Source: an optimization exercise on an open RTL-to-GDS flow (aim: small area and a short achievable clock period). Production flows keep margins and buffers that such runs may drop. No functional check of the RTL was part of any run shown here. Power and IR drop assume default switching activity.

==> flow/design.v, too long to show whole: its modules and the start of the top module <==
// module mul_fa: 10 lines
// module mul_ha: 9 lines
// module mul_bx: 7 lines
// module mul_bs: 9 lines
// module mul_bsn: 9 lines
// module mul_bxn: 7 lines
// module mul_bs4: 13 lines
// module mul_bs4n: 13 lines
// module mul_xor: 7 lines
// module mul_nand: 7 lines
// module mul_nor: 7 lines
// module mul_gpn: 8 lines
// module mul_gpi: 8 lines
// module mul_tpn: 7 lines
// module mul_tpi: 7 lines
// module mul32: 5536 lines
module mul32 (
   input  logic        clk,
   input  logic        rst,
   input  logic        is_signed,
   input  logic [31:0] src,
   input  logic [31:0] sink,
   output logic [63:0] dest
);
  // ...
==> flow/run.sh <==
#!/bin/bash
# synth_recipe.tcl (not shown) runs the flow's synth.tcl, then flattens the netlist and writes it again
# the make line also repeats each setting of config.mk as NAME=value (left out here)
make -C /OpenROAD-flow-scripts/flow DESIGN_CONFIG=/design/flow/config.mk WORK_HOME=/design/flow/orfs CLKGATE_MAP_FILE= SYNTH_SCRIPT=/design/flow/synth_recipe.tcl finish
==> flow/config.mk <==
export PLATFORM = sky130hd
export DESIGN_NAME = mul32
export DESIGN_NICKNAME = mul32
export VERILOG_FILES = /design/flow/design.v
export SDC_FILE = /design/flow/constraint.sdc
export NUM_CORES = 4
export LEC_CHECK = 0
export CAP_MARGIN = 20
export CORE_MARGIN = 2
export CORE_UTILIZATION = 40
export SETUP_SLACK_MARGIN = 3.95
export SLEW_MARGIN = 20
export SYNTH_HIERARCHICAL = 1
export SYNTH_MINIMUM_KEEP_SIZE = 0
==> flow/constraint.sdc <==
create_clock -name core_clock -period 6.5 [get_ports {clk}]
set_input_delay 1.3000 -clock core_clock [delete_from_list [all_inputs] [get_ports {clk}]]
set_output_delay 1.3000 -clock core_clock [all_outputs]
set_load 0.01 [all_outputs]
==> flow_metrics.env, run 1 <==
export IMPL_hold_buffers=0
export IMPL_seq_area_mm2=0.0121
export IMPL_cp_required_ns=6.94
export IMPL_drv_slew=0
export IMPL_clk_path_buf_depth=3
export IMPL_buffer_area_share_pct=3.88
export IMPL_met2_usage_pct=35.8
export IMPL_yosys_warnings=7
export IMPL_place_area_mm2=0.0392
export IMPL_switchingPower_mw=9.39
export IMPL_setup_viol=0
export IMPL_grt_usage_pct=23.3
export IMPL_rr_worst_depth=4
export IMPL_wl_um=109000
export IMPL_maxCapViolCount=0
export IMPL_synthXorXnorAreaFrac_pct=15.9
export IMPL_clock_sinks=596
export IMPL_finalClockSkew_ns=0.0293
export IMPL_synth_compound_area_share_pct=16.9
export IMPL_clkCellAreaFrac_pct=5.67
export IMPL_fill_cells=8292
export IMPL_cts_tree="done"
export IMPL_seqPwrFrac_pct=28.0
export IMPL_setup_worst_path_start_class="flip-flop"
export IMPL_multi_input_comb_cells=2346
export IMPL_synth_most_common_cell="dfxtp_1"
export IMPL_multi_input_area_mm2=0.0239
export IMPL_status="complete, no violations"
export IMPL_synthAdderAreaFrac_pct=28.4
export IMPL_cts_buffers=69
export IMPL_nets=3894
export IMPL_die_x_um=305
export IMPL_yosys_area_share_simple_pct=4.51
export IMPL_synthMuxAreaShare_pct=0
export IMPL_hold_end="r3_cs[123]"
export IMPL_wl_met3_um=8600
export IMPL_total_power_mw=22.3
export IMPL_yosys_top_cells_count="dfxtp_1 (596), a22o_1 (528), fa_1 (466)"
export IMPL_cp_buffers_inverters=0
export IMPL_dp_hpwl_um=83500
export IMPL_core_mm2=0.0897
export IMPL_rrSetupSlack_ns=3.97
export IMPL_stdcell_count=4509
export IMPL_root_buffer="clkbuf_16"
export IMPL_pg_seq_mw=6.24
==> run 2: changes to the inputs <==
--- a/flow/config.mk
+++ b/flow/config.mk
@@ -8,7 +8,7 @@
 export CAP_MARGIN = 20
 export CORE_MARGIN = 2
 export CORE_UTILIZATION = 40
-export SETUP_SLACK_MARGIN = 3.95
+export SETUP_SLACK_MARGIN = 4.05
 export SLEW_MARGIN = 20
 export SYNTH_HIERARCHICAL = 1
 export SYNTH_MINIMUM_KEEP_SIZE = 0
==> run 2 against run 1 <==
  * Still clean on timing, DRC and antenna
  * Synthesized cell count did not move
  * Sequential share of layout area rose by 0.10 points
  * Critical path depth did not move
  * Register-to-register slack barely moved
  * Combinational power barely moved
  * Maximum frequency rose by 0.19%
  * Power rose by 0.50%
  * Clock power barely moved
  * Cell area fell by 0.13%
  * Critical endpoint is now r3_cs[83]
  * Largest power group unchanged
==> flow_metrics.env, run 2 <==
export IMPL_status="complete, no violations"
export IMPL_syn_area_per_cell_um2=11.9
export IMPL_met2_usage_pct=35.8
export IMPL_largest_reg_flops=306
export IMPL_dp_hpwl_um=83500
export IMPL_area_growth_pct=15.5
export IMPL_crit_family="adder cells"
export IMPL_drcViolationCount=0
export IMPL_clkPwrFrac_pct=18.2
export IMPL_seqPwrFrac_pct=28.0
export IMPL_drt_iter0_drc=2381
export IMPL_place_area_mm2=0.0392
export IMPL_ys_flop_type="dfxtp_1"
export IMPL_synth_seq_cells=596
export IMPL_netlist_area_mm2=0.0361
export IMPL_swShare_pct=42.1
export IMPL_vias=24903
export IMPL_grt_usage_pct=23.3
export IMPL_met1_usage_pct=33.1
export IMPL_hp_class="reg -> reg"
export IMPL_fin_crit_sh_pct=38.9
export IMPL_drv_slew=0
export IMPL_final_antenna_net_count=0
export IMPL_switchingPower_mw=9.42
export IMPL_p_int_mw=13.0
export IMPL_crit_type="reg -> reg"
export IMPL_pwr_share_comb_pct=53.8
export IMPL_ys_seq_area_share_pct=33.0
export IMPL_synthXorXnorAreaFrac_pct=15.9
export IMPL_grt_pass1_wl_um=163000
export IMPL_cts_tree="done"
export IMPL_worst_setup_path_end_kind="flip-flop"
export IMPL_die_area_mm2=0.0927
export IMPL_top_regs="r2_cs: 306 flops, r3_cs: 125 flops, r_dest: 64 flops"
export IMPL_design_area_mm2=0.0417
export IMPL_path_clk_slew_ns=0.06
export IMPL_wl_um=109000
export IMPL_yosys_top_cells_count="dfxtp_1 (596), a22o_1 (528), fa_1 (466)"
export IMPL_drive_gt1_share_pct=13.4
export IMPL_synthesis_instances=3040
export IMPL_fin_setup_tns_ns=0
export IMPL_yosys_warnings=7
export IMPL_setup_worst_path_start_class="flip-flop"
export IMPL_max_freq_ghz=0.396
export IMPL_final_cell_mix="a22o_1 (528), dfxtp_1 (508), fa_1 (457)"
export IMPL_hold_violations=0
export IMPL_rows=110
export IMPL_synth_area_leaders="dfxtp_1 (33%), fa_1 (26%), a22o_1 (13%), xor2_1 (8.5%), xnor2_1 (7.3%)"
export IMPL_grt_use_met3_pct=4.05
export IMPL_cellPowerDensity_mw_per_mm2=537
export IMPL_core_mm2=0.0897
export IMPL_synthAdderAreaFrac_pct=28.4
export IMPL_path_cells="fa_1 -> fa_1 -> fa_2 -> fa_1"
export IMPL_clk_path_buf_depth=3
export IMPL_busiest_layer="met2"
export IMPL_finalClockSkew_ns=0.0299
export IMPL_rsz0062_at_grt="true"
export IMPL_cts_max_level=3
export IMPL_grt_pass1_vias=25730
export IMPL_antenna_found_initial=1
export IMPL_nets=3897
export IMPL_synthMuxAreaShare_pct=0
export IMPL_slew_headroom_pct=38.2
export IMPL_vias_per_cell=5.52
export IMPL_wire_per_inst_um=24.1
export IMPL_async_reset_ff_share_pct=0
export IMPL_clock_sinks=596
export IMPL_pin_count=131
export IMPL_period_needed_ns=2.53
export IMPL_synth_edf_count=0
export IMPL_yosys_area_top_type_share_pct=33.0
export IMPL_max_stage_delay_ns=0.57
export IMPL_cp_required_ns=6.95
export IMPL_cp_buffers_inverters=0
export IMPL_cts_buffers=69
export IMPL_portBuffers=130
export IMPL_slowest_stage="fa_1"
export IMPL_mostFrequentLayoutCell="a22o_1"
export IMPL_antenna_cells=0
export IMPL_max_slew_worst_pin_slew_ns=0.928
export IMPL_synth_compound_area_share_pct=16.9
export IMPL_cp_common_cell="fa_1"
export IMPL_peakVddDrop_mv=0.371
export IMPL_start_util_pct=40.3
export IMPL_die_x_um=305
export IMPL_drt_first_pass_iters=5
export IMPL_setup_viol=0
export IMPL_die_y_um=305
export IMPL_synth_top_family_by_area="adder cells"
export IMPL_maxCapViolCount=0
export IMPL_yosys_area_share_simple_pct=4.51
export IMPL_grt_max_degree=65
export IMPL_synth_top_area_cell="dfxtp_1"
export IMPL_regMostFlops="r2_cs"
export IMPL_arrival_ns=2.98
export IMPL_ys_types=23
export IMPL_globalplace_congestion=0.934
export IMPL_clk_insertion_delay_late_ns=0.62
export IMPL_gr_total_overflow=0
export IMPL_p_leak_nw=17.2
export IMPL_critPathMaxFanout=1
export IMPL_root_buffer="clkbuf_16"
export IMPL_synth_most_common_cell="dfxtp_1"
## run 2: cell types whose count changed in the layout (fill, tap and decap cells not counted), moves of 8 or more
| cell | before | now |
|---|---|---|
| buf_2 | 3 | 57 |
| dlygate4sd2_1 | 35 | 0 |
| clkdlybuf4s15_2 | 21 | 0 |
| dfxtp_1 | 525 | 508 |
| dfxtp_2 | 56 | 71 |
| buf_6 | 0 | 10 |
| nor2_1 | 187 | 177 |
| nor2_2 | 12 | 21 |
| fa_1 | 465 | 457 |
| fa_2 | 1 | 9 |
| o21ai_1 | 105 | 97 |
## run 2: layout make-up
cell class / count / area [um2]
well taps: 1176 / 1470
inverters: 96 / 360
multi-input cells: 2346 / 24000
clock buffers: 92 / 1970
flip-flops and latches: 596 / 12100
repair buffers: 180 / 1410
clock inverters: 25 / 402
fillers: 8303 / 48000
## run 2: kinds of logic (layout without fill, tap and decap cells)
group                      after synthesis  count (layout)
adders and majority gates              541             541
other                                    1               9
xor gates and xnor gates               655             655
AOI/OAI and AO/OA                      745             745
and+or+nand+nor                        396             396
buffers and inverters                  106             393
DFF                                    596             596
## run 2: layer usage
metal	vias to the layer above	share of wire (%)
li1	11018	-
met1	12576	45
met2	1114	44
met3	195	8.2
met4	0	3.0
met5	-	0
## run 2: power by group through the flow
| stage | clock network (mW) | registers, mW | logic (mW) |
|---|---|---|---|
| 4_1_cts | 4.19 | 6.25 | 11.9 |
| 3_3_place_gp | 0 | 6.28 | 11.7 |
| 2_1_floorplan | 0 | 6.09 | 7.48 |
| 3_5_place_dp | 0 | 6.32 | 11.8 |
| 6_report | 4.08 | 6.26 | 12.1 |
| 5_1_grt | 4.32 | 6.41 | 13.5 |
## run 2: modules after synthesis, one instance, submodules excluded
module	area, um2	copies in the design	flops+latches
mul_nand	3.75	63	0
mul32	14100	1	596
mul_tpn	3.75	52	0
mul_bs	8.76	528	0
mul_tpi	3.75	72	0
mul_fa	20.0	466	0
mul_bsn	12.5	16	0
mul_bx	8.76	272	0
mul_ha	12.5	44	0
mul_nor	3.75	62	0
mul_gpi	5.00	119	0
mul_bxn	8.76	256	0
mul_gpn	8.76	67	0
mul_xor	8.76	64	0
## run 2: final timing paths
path | start | endpoint | slack (ns) | depth (start not counted)
worst max-delay path | r2_cs[224] | r3_cs[83] | 3.97 | 4
worst min-delay path | r2_cs[305] | r3_cs[123] | 0.32 | 0
worst max register to register | r2_cs[224] | r3_cs[83] | 3.97 | 4
worst min register to register | r2_cs[305] | r3_cs[123] | 0.32 | 0
## run 2: per-stage QoR
| stage | total power, mW | instances | hold slack [ns] | util (%) | worst slack, ns |
|---|---|---|---|---|---|
| finish | 22.4 | 4511 | 0.324 | 46.5 | 3.97 |
| global route | 24.2 | 4511 | 0.329 | 46.5 | 3.96 |
| CTS | 22.3 | 4508 | 0.324 | 46.3 | 4.00 |
| detailed placement | 18.2 | 4391 | 0.312 | 43.7 | 3.42 |
| global placement | 18.0 | 4391 | 0.313 | 43.7 | 3.45 |
| floorplan | 13.6 | 3048 | 0.310 | - | 4.10 |
## run 2: timing repair
action                                  in CTS  in global routing
pin swaps                                   31                 33
buffers inserted                             0                  3
endpoints found under the setup margin     343                 45
resized for setup                          355                 54
hold buffers                                 0                  0

## port drivers added, routing unchanged
How much do the figures lean on ideal ports? The routed layouts below were timed once more, with nothing changed but the port constraints.
Step 1 assumes that a clkbuf_16 drives the clock port and a buf_2 every other input.
Step 2 also shifts input and output timing later by t, the mid clock arrival at the registers, as if the neighbouring blocks saw the same clock.
Slacks: ideal ports / drivers / drivers and shift; pairs: ideal ports / drivers.
run	t (ns)	setup WS [ns]	latest minus earliest clock arrival (ns)
run 1	0.673	3.968 / 3.930 / 3.600	0.029 / 0.029
run 2	0.671	3.973 / 3.973 / 3.608	0.030 / 0.030
After both steps setup and hold are still met in every run listed. The setup slack of run 1, which loses most, moves by -0.038 ns with the drivers and by -0.368 ns with both steps.
